This design comes from an exercise in tuning for small area, a short achievable clock period and few clock cycles per item on the open sky130 flow, not from production work. The RTL was checked by simulation tests, not by an equivalence proof against the original design. Power and IR drop assume default switching activity.

==> design/flow/design.v <==
package zpmv_pkg;
  localparam int MAX_COLUMNS_DEF = 256;
  localparam int MAX_ROWS_DEF    = 256;
  localparam int CFG_ADDR_W      = 4;
  localparam int CFG_DATA_W      = 32;
  localparam int COUNT_W         = 9;
  typedef enum logic [1:0] {
    REG_ZERO_POINT = 2'd0,
    REG_ROWS       = 2'd1,
    REG_COLUMNS    = 2'd2
  } reg_idx_t;
  typedef struct packed {
    logic signed [7:0]    zero_point;
    logic [COUNT_W-1:0]   rows_in_use;
    logic [COUNT_W-1:0]   columns_in_use;
  } cfg_t;
  typedef struct packed {
    logic              valid;
    logic signed [7:0] weight;
    logic              end_row;
    logic [7:0]        row_num;
    logic              last;
  } ctl_t;
endpackage
module zpmv_cfg (
  input  logic                            clk,
  input  logic                            rst,
  input  logic                            psel,
  input  logic                            penable,
  input  logic                            pwrite,
  input  logic [zpmv_pkg::CFG_ADDR_W-1:0] paddr,
  input  logic [zpmv_pkg::CFG_DATA_W-1:0] pwdata,
  output logic [zpmv_pkg::CFG_DATA_W-1:0] prdata,
  output logic                            pready,
  output zpmv_pkg::cfg_t                  cfg
);
  logic               wr;
  zpmv_pkg::reg_idx_t idx;
  assign pready = 1'b1;
  assign wr     = psel && penable && pwrite;
  assign idx    = zpmv_pkg::reg_idx_t'(paddr[3:2]);
  always_ff @(posedge clk) begin
    if (rst) begin
      cfg.zero_point     <= 8'sd0;
      cfg.rows_in_use    <= zpmv_pkg::COUNT_W'(1);
      cfg.columns_in_use <= zpmv_pkg::COUNT_W'(1);
    end else if (wr) begin
      unique case (idx)
        zpmv_pkg::REG_ZERO_POINT: cfg.zero_point     <= pwdata[7:0];
        zpmv_pkg::REG_ROWS:       cfg.rows_in_use    <= pwdata[zpmv_pkg::COUNT_W-1:0];
        zpmv_pkg::REG_COLUMNS:    cfg.columns_in_use <= pwdata[zpmv_pkg::COUNT_W-1:0];
        default: ;
      endcase
    end
  end
  always_comb begin
    unique case (idx)
      zpmv_pkg::REG_ZERO_POINT: prdata = zpmv_pkg::CFG_DATA_W'(unsigned'(cfg.zero_point));
      zpmv_pkg::REG_ROWS:       prdata = zpmv_pkg::CFG_DATA_W'(cfg.rows_in_use);
      zpmv_pkg::REG_COLUMNS:    prdata = zpmv_pkg::CFG_DATA_W'(cfg.columns_in_use);
      default:                  prdata = '0;
    endcase
  end
endmodule
module zpmv_seq #(
  parameter int MAX_COLUMNS = zpmv_pkg::MAX_COLUMNS_DEF,
  parameter int MAX_ROWS    = zpmv_pkg::MAX_ROWS_DEF,
  parameter int CPOS_W      = (MAX_COLUMNS > 1) ? $clog2(MAX_COLUMNS) : 1
) (
  input  logic               clk,
  input  logic               rst,
  input  logic               adv,
  input  logic               in_valid,
  input  logic               mode,
  input  logic signed [7:0]  value,
  input  logic [7:0]         vector_index,
  input  zpmv_pkg::cfg_t     cfg,
  output logic               mem_we,
  output logic [CPOS_W-1:0]  mem_waddr,
  output logic [7:0]         mem_wdata,
  output logic               mem_re,
  output logic [CPOS_W-1:0]  mem_raddr,
  output zpmv_pkg::ctl_t     s1
);
  localparam int RPOS_W = (MAX_ROWS > 1) ? $clog2(MAX_ROWS) : 1;
  localparam int CMP_W  = $clog2(MAX_COLUMNS + MAX_ROWS + 1024) + 1;
  logic [CPOS_W-1:0] col_pos;
  logic [RPOS_W-1:0] row_pos;
  logic [CMP_W-1:0]  cols_raw;
  logic [CMP_W-1:0]  rows_raw;
  logic [CMP_W-1:0]  cols_c;
  logic [CMP_W-1:0]  rows_c;
  logic              col_end;
  logic              row_end;
  logic              take_w;
  logic              in_range;
  assign cols_raw = CMP_W'(cfg.columns_in_use);
  assign rows_raw = CMP_W'(cfg.rows_in_use);
  always_comb begin
    if (cols_raw == '0) begin
      cols_c = CMP_W'(1);
    end else if (cols_raw > CMP_W'(MAX_COLUMNS)) begin
      cols_c = CMP_W'(MAX_COLUMNS);
    end else begin
      cols_c = cols_raw;
    end
    if (rows_raw == '0) begin
      rows_c = CMP_W'(1);
    end else if (rows_raw > CMP_W'(MAX_ROWS)) begin
      rows_c = CMP_W'(MAX_ROWS);
    end else begin
      rows_c = rows_raw;
    end
  end
  assign col_end  = (CMP_W'(col_pos) + CMP_W'(1)) >= cols_c;
  assign row_end  = (CMP_W'(row_pos) + CMP_W'(1)) >= rows_c;
  assign take_w   = adv && in_valid && mode;
  assign in_range = 32'(vector_index) < 32'(MAX_COLUMNS);
  assign mem_we    = adv && in_valid && !mode && in_range;
  assign mem_waddr = CPOS_W'(vector_index);
  assign mem_wdata = 8'(value - cfg.zero_point);
  assign mem_re    = adv;
  assign mem_raddr = col_pos;
  always_ff @(posedge clk) begin
    if (rst) begin
      col_pos <= '0;
      row_pos <= '0;
    end else if (take_w) begin
      if (!col_end) begin
        col_pos <= col_pos + CPOS_W'(1);
      end else begin
        col_pos <= '0;
        row_pos <= row_end ? '0 : row_pos + RPOS_W'(1);
      end
    end
  end
  always_ff @(posedge clk) begin
    if (rst) begin
      s1 <= '0;
    end else if (adv) begin
      s1.valid   <= in_valid && mode;
      s1.weight  <= value;
      s1.end_row <= col_end;
      s1.row_num <= 8'(row_pos);
      s1.last    <= row_end;
    end
  end
endmodule
module zpmv_vec_mem #(
  parameter int DEPTH  = zpmv_pkg::MAX_COLUMNS_DEF,
  parameter int ADDR_W = (DEPTH > 1) ? $clog2(DEPTH) : 1
) (
  input  logic              clk,
  input  logic              we,
  input  logic [ADDR_W-1:0] waddr,
  input  logic [7:0]        wdata,
  input  logic              re,
  input  logic [ADDR_W-1:0] raddr,
  output logic signed [7:0] rdata
);
  logic [7:0] mem [DEPTH];
  always_ff @(posedge clk) begin
    if (we) begin
      mem[waddr] <= wdata;
    end
  end
  always_ff @(posedge clk) begin
    if (re) begin
      rdata <= mem[raddr];
    end
  end
endmodule
module zpmv_mac (
  input  logic               clk,
  input  logic               rst,
  input  zpmv_pkg::ctl_t     s1,
  input  logic signed [7:0]  rdata,
  output logic               adv,
  output logic               out_valid,
  input  logic               out_ready,
  output logic signed [15:0] row_sum,
  output logic [7:0]         row_number,
  output logic               last_row
);
  zpmv_pkg::ctl_t     s2;
  logic signed [15:0] prod;
  logic signed [15:0] acc;
  logic signed [15:0] sum;
  logic               emit;
  assign adv  = !(s2.valid && s2.end_row && out_valid && !out_ready);
  assign sum  = acc + prod;
  assign emit = adv && s2.valid && s2.end_row;
  always_ff @(posedge clk) begin
    if (rst) begin
      s2 <= '0;
    end else if (adv) begin
      s2 <= s1;
    end
  end
  always_ff @(posedge clk) begin
    if (adv) begin
      prod <= s1.weight * rdata;
    end
  end
  always_ff @(posedge clk) begin
    if (rst) begin
      acc <= '0;
    end else if (adv && s2.valid) begin
      acc <= s2.end_row ? 16'sd0 : sum;
    end
  end
  always_ff @(posedge clk) begin
    if (rst) begin
      out_valid <= 1'b0;
    end else if (emit) begin
      out_valid <= 1'b1;
    end else if (out_ready) begin
      out_valid <= 1'b0;
    end
  end
  always_ff @(posedge clk) begin
    if (emit) begin
      row_sum    <= sum;
      row_number <= s2.row_num;
      last_row   <= s2.last;
    end
  end
endmodule
module int8_zero_point_matvec_core #(
  parameter int MAX_COLUMNS = zpmv_pkg::MAX_COLUMNS_DEF,
  parameter int MAX_ROWS    = zpmv_pkg::MAX_ROWS_DEF
) (
  input  logic                            clk,
  input  logic                            rst,
  input  logic                            in_valid,
  output logic                            in_ready,
  input  logic                            in_mode,
  input  logic signed [7:0]               in_value,
  input  logic [7:0]                      in_vector_index,
  output logic                            out_valid,
  input  logic                            out_ready,
  output logic signed [15:0]              out_row_sum,
  output logic [7:0]                      out_row_number,
  output logic                            out_last_row,
  input  logic                            psel,
  input  logic                            penable,
  input  logic                            pwrite,
  input  logic [zpmv_pkg::CFG_ADDR_W-1:0] paddr,
  input  logic [zpmv_pkg::CFG_DATA_W-1:0] pwdata,
  output logic [zpmv_pkg::CFG_DATA_W-1:0] prdata,
  output logic                            pready
);
  localparam int CPOS_W = (MAX_COLUMNS > 1) ? $clog2(MAX_COLUMNS) : 1;
  zpmv_pkg::cfg_t     cfg;
  zpmv_pkg::ctl_t     s1;
  logic               adv;
  logic               mem_we;
  logic [CPOS_W-1:0]  mem_waddr;
  logic [7:0]         mem_wdata;
  logic               mem_re;
  logic [CPOS_W-1:0]  mem_raddr;
  logic signed [7:0]  mem_rdata;
  assign in_ready = adv;
  zpmv_cfg u_cfg (
    .clk     (clk),
    .rst     (rst),
    .psel    (psel),
    .penable (penable),
    .pwrite  (pwrite),
    .paddr   (paddr),
    .pwdata  (pwdata),
    .prdata  (prdata),
    .pready  (pready),
    .cfg     (cfg)
  );
  zpmv_seq #(
    .MAX_COLUMNS (MAX_COLUMNS),
    .MAX_ROWS    (MAX_ROWS),
    .CPOS_W      (CPOS_W)
  ) u_seq (
    .clk          (clk),
    .rst          (rst),
    .adv          (adv),
    .in_valid     (in_valid),
    .mode         (in_mode),
    .value        (in_value),
    .vector_index (in_vector_index),
    .cfg          (cfg),
    .mem_we       (mem_we),
    .mem_waddr    (mem_waddr),
    .mem_wdata    (mem_wdata),
    .mem_re       (mem_re),
    .mem_raddr    (mem_raddr),
    .s1           (s1)
  );
  zpmv_vec_mem #(
    .DEPTH  (MAX_COLUMNS),
    .ADDR_W (CPOS_W)
  ) u_mem (
    .clk   (clk),
    .we    (mem_we),
    .waddr (mem_waddr),
    .wdata (mem_wdata),
    .re    (mem_re),
    .raddr (mem_raddr),
    .rdata (mem_rdata)
  );
  zpmv_mac u_mac (
    .clk        (clk),
    .rst        (rst),
    .s1         (s1),
    .rdata      (mem_rdata),
    .adv        (adv),
    .out_valid  (out_valid),
    .out_ready  (out_ready),
    .row_sum    (out_row_sum),
    .row_number (out_row_number),
    .last_row   (out_last_row)
  );
endmodule
==> design/flow/run.sh <==
#!/bin/bash
# synth_recipe.tcl (not shown) runs the flow's synth.tcl, then flattens the netlist and writes it again
# the make line also repeats each setting of config.mk as NAME=value (left out here)
make -C /OpenROAD-flow-scripts/flow DESIGN_CONFIG=/design/flow/config.mk WORK_HOME=/design/flow/orfs CLKGATE_MAP_FILE= SYNTH_SCRIPT=/design/flow/synth_recipe.tcl finish
==> design/flow/config.mk <==
export PLATFORM = sky130hd
export DESIGN_NAME = int8_zero_point_matvec_core
export DESIGN_NICKNAME = int8_zero_point_matvec_core
export VERILOG_FILES = /design/flow/design.v
export SDC_FILE = /design/flow/constraint.sdc
export NUM_CORES = 4
export LEC_CHECK = 0
export ABC_CLOCK_PERIOD_IN_PS = 3000
export CAP_MARGIN = 20
export CORE_MARGIN = 2
export CORE_UTILIZATION = 40
export SETUP_SLACK_MARGIN = 1.5
export SLEW_MARGIN = 20
==> design/flow/constraint.sdc <==
create_clock -name core_clock -period 4.6 [get_ports {clk}]
set_input_delay 0.9200 -clock core_clock [delete_from_list [all_inputs] [get_ports {clk}]]
set_output_delay 0.9200 -clock core_clock [all_outputs]
set_load 0.01 [all_outputs]
==> run summary <==
status=no timing/DRC/antenna violations; crit end category=flip-flop; Pwr Total=42.63 mW; commonest non-fill, non-tap cell in the layout=edfxtp_1; Max Buffers Root-to-Sink=3; Crit path buffers/inverters=6; htree depth=4; Max transition margin=32.82%; Leak=34.36 nW; Crit path required time=5.19 ns; drt total wl=223.2 mm; largest net degree at the start of global routing=98; Final nets=5331; Worst-path clk slew=0.06 ns; DR DRC count=0; number of synthesized flops with an enable pin=2097; CP Class=reg2reg; input/output buffers=70; Synth top area share=72.01%; final slew viol count=0; largest family of logic cells by synthesized area=multiplexers; Fillers=17510; pwr/cell area=401.0 nW/um^2; antenna violations before repair=8; Routed Antenna Nets=0; wire per inst=27.26 um; Core Area=217200 sq um; Vias=46120; Synth Area in Compound Gates=4.293%; Final HPWL DP=136.0 mm; Max Cap Violations=0; yosys warns=4; first-pass GRT wire length=323.6 mm; Synth area leaders=edfxtp_1, mux4_2, dfxtp_1; Critical Path AT=4.88 ns; fin cells=8187; crit-path max FO=2; Hold Crit Class=reg2reg; CP Cell Sequence=and2_4 -> fa_1 -> inv_2 -> fa_1 -> inv_2 -> fa_1 -> inv_2 -> fa_1 -> inv_2 -> ha_4 -> buf_6 -> inv_2 -> o21a_4 -> o31ai_4 -> nor3_2 -> o21bai_1 -> xnor2_1; CP delay by family, top=adder cells; Die ar.=222400 sq um; cts bufs inserted=218; final hold vios=0; Setup Viol. Count Final=0; Vias/cell=5.633; Synth Area in Simple Gates=3.395%; peak supply drop=0.0004099 V; Area Overhead vs Synth=21.56%; Synth Area in XOR/XNOR=0.4908%; fin crit period=4.287 ns; Clk Latency, worst-skew pair=0.88 ns; Die Y=471.6 um; asr flop ratio synth=0%; total placed cells including tap cells=7629; RSZ-0062 raised after global routing=yes; crit start category=flip-flop; die width=471.6 um; worst-margin pin slew=1.008 ns; vias in the first global route=46670; CTS tree=done; Seq/Total Area, Yosys=74.05%; total grt overflow=0; synth unique cells=59; final core occ=48.95%; flop and latch count out of synthesis=2186; mean area per synthesized cell=19.57 sq um; GRT Overall Usage=19.78%; final clock skew=0.06250 ns; Worst path slowest cell=fa_1; post-synthesis adder-cell area fraction=2.321%; gp weighted congestion=0.8295; post-synthesis mux area share=13.49%; DRT Pass-1 Iters=5; commonest non-fill, non-tap cells in the layout=edfxtp_1, mux4_2, buf_4; most area-hungry cell type in the Yosys netlist=edfxtp_1; CTS sink count=2186; fin crit share=93.19%; Root Buffer=clkbuf_16; share of cells above drive strength 1=33.83%; Site Rows=171; 1st-iter DRT viols=5083; fmax=0.2333 GHz; I/O Pins=120; crit-path max cell delay=0.57 ns; post-synthesis cell count=4469; Initial Util=40.27%; Synth Flop Type=edfxtp_1; most used cell, CP=inv_2; n_diodes=0; Post-Synthesis Cell Area=87440 sq um; CTS Hold Buffers Added=0
where the power goes:
| part | total [mW] | internal, mW | switching, mW |
|---|---|---|---|
| Combinational | 2.76 | 1.05 | 1.71 |
| Clock | 17.5 | 9.78 | 7.75 |
| Sequential | 22.3 | 22.3 | 0.0532 |
| Total | 42.6 | 33.1 | 9.51 |
per-layer routing:
layer | part of all wire [%] | track usage (%)
met1 | 42 | 27.61
met2 | 49 | 32.08
met3 | 6.2 | 2.980
met4 | 3.1 | 6.249
met5 | 0.022 | 0
what timing repair did:
action | in CTS | in global routing
cloned | 20 | 3
resized for setup | 344 | 127
setup buffers | 68 | 56
setup endpoints to repair | 294 | 1307
pin swaps | 99 | 98
sequential cells by signal (all words and copies together), names as in the netlist:
signal and cells:
u_mem.mem 2048, u_cfg.cfg 26, u_seq.s1 19, u_mac.acc 16, u_mac.prod 16, u_mac.row_sum 16, u_mac.s2 11, u_mac.row_number 8
u_mem.rdata 8, u_seq.col_pos 8, u_seq.row_pos 8, u_mac.last_row 1, u_mac.out_valid 1
worst register-to-register path, cell delays in order, from the launching register on:
cell and delay, ns:
edfxtp_1 0.38, and2_4 0.16, fa_1 0.52, inv_2 0.04, fa_1 0.48, inv_2 0.04, fa_1 0.57, inv_2 0.05
fa_1 0.51, inv_2 0.05, ha_4 0.26, buf_6 0.09, inv_2 0.04, o21a_4 0.21, o31ai_4 0.30, nor3_2 0.08
o21bai_1 0.16, xnor2_1 0.09
final timing paths:
check | cells past startpoint | end | from | slack [ns]
worst min-delay path | 0 | u_mac.row_number[1]$_DFFE_PP_ | u_mac.s2[2]$_SDFFE_PP0N_ | 0.43
worst min register to register | 0 | u_mac.row_number[1]$_DFFE_PP_ | u_mac.s2[2]$_SDFFE_PP0N_ | 0.43
worst max-delay path | 17 | u_mac.prod[15]$_DFFE_PN_ | u_mem.rdata[0]$_DFFE_PN_ | 0.31
worst max register to register | 17 | u_mac.prod[15]$_DFFE_PN_ | u_mem.rdata[0]$_DFFE_PN_ | 0.31
stage by stage:
stage	setup TNS [ns]	cell area (sq um)	hold WS, ns	setup slack (ns)
2_1_floorplan	-572.68	87720	0.4081	-0.6332
3_3_place_gp	0	95140	0.4225	0.03815
3_5_place_dp	0	95140	0.4153	0.04341
4_1_cts	0	105100	0.4302	0.3313
5_1_grt	0	106300	0.4469	0.1982
6_report	0	106300	0.4299	0.3135
kinds of logic (layout without fill, tap and decap cells):
logic type / after synthesis / count (layout)
xor+xnor: 49 / 49
other cells: 2 / 24
simple gates: 679 / 680
buf+inv: 372 / 1213
compound gates: 515 / 515
flops: 2186 / 2186
mux: 538 / 538
fa+ha+maj: 128 / 128
cell usage after synthesis (4+ instances only):
cell type / n
ha_1: 71
dfxtp_1: 89
o211ai_1: 6
buf_1: 30
mux2i_1: 25
o21a_1: 5
nand3b_1: 6
xor2_1: 14
a31oi_1: 4
a21o_1: 18
buf_4: 36
inv_1: 99
a211oi_1: 4
o221ai_1: 25
nor3b_1: 9
mux4_2: 512
buf_6: 18
fa_1: 57
nand2_1: 189
o21bai_1: 5
nand3_1: 26
and2_1: 49
o21ai_0: 24
and3_1: 11
a22oi_1: 159
a22o_1: 67
o22ai_1: 16
buf_2: 34
nor2_1: 310
a32o_1: 6
clkbuf_1: 153
nand2b_1: 12
edfxtp_1: 2097
a21oi_1: 99
nor2b_1: 24
a221oi_1: 66
xnor2_1: 35
nor3_1: 25
area by class of cell:
type	instances	area (sq um)	area share [%]
sequential	2186	64770	60.94
clock buffer	258	5647	5.312
multi-input combinational	1934	23140	21.77
inverter	101	406.6	0.3826
clock inverter	152	1445	1.360
tap	2854	3571	3.360
timing repair buffer	702	7310	6.877
Testbench counts, summed over its fixed seeds: cycles 126,967, items 126,647.

-- what the ideal ports hide --
In the flow no input, the clock included, has a driving cell. The finished layout below was timed again as built, in two steps.
Step 1 (the two cells are an assumption about what drives the block):
set clk [get_ports {clk}]
set_driving_cell -lib_cell sky130_fd_sc_hd__clkbuf_16 $clk
set_driving_cell -lib_cell sky130_fd_sc_hd__buf_2 [delete_from_list [all_inputs] $clk]
Step 2 also shifts input and output timing later by t, the mid clock arrival at the registers, as if the neighbouring blocks saw the same clock.
Slacks: ideal ports / drivers / drivers and shift; pairs: ideal ports / drivers.
t, ns: 0.935
slack for setup (ns): 0.313 / 0.313 / 0.313
hold WS [ns]: 0.430 / 0.430 / 0.430
worst register clock-pin slew, ns: 0.07 / 0.07
cell pins on the clock port's net: 1
After both steps this run still meets setup and hold. For this run, drivers alone change the setup slack by 0.000 ns; drivers and shift together by 0.000 ns.
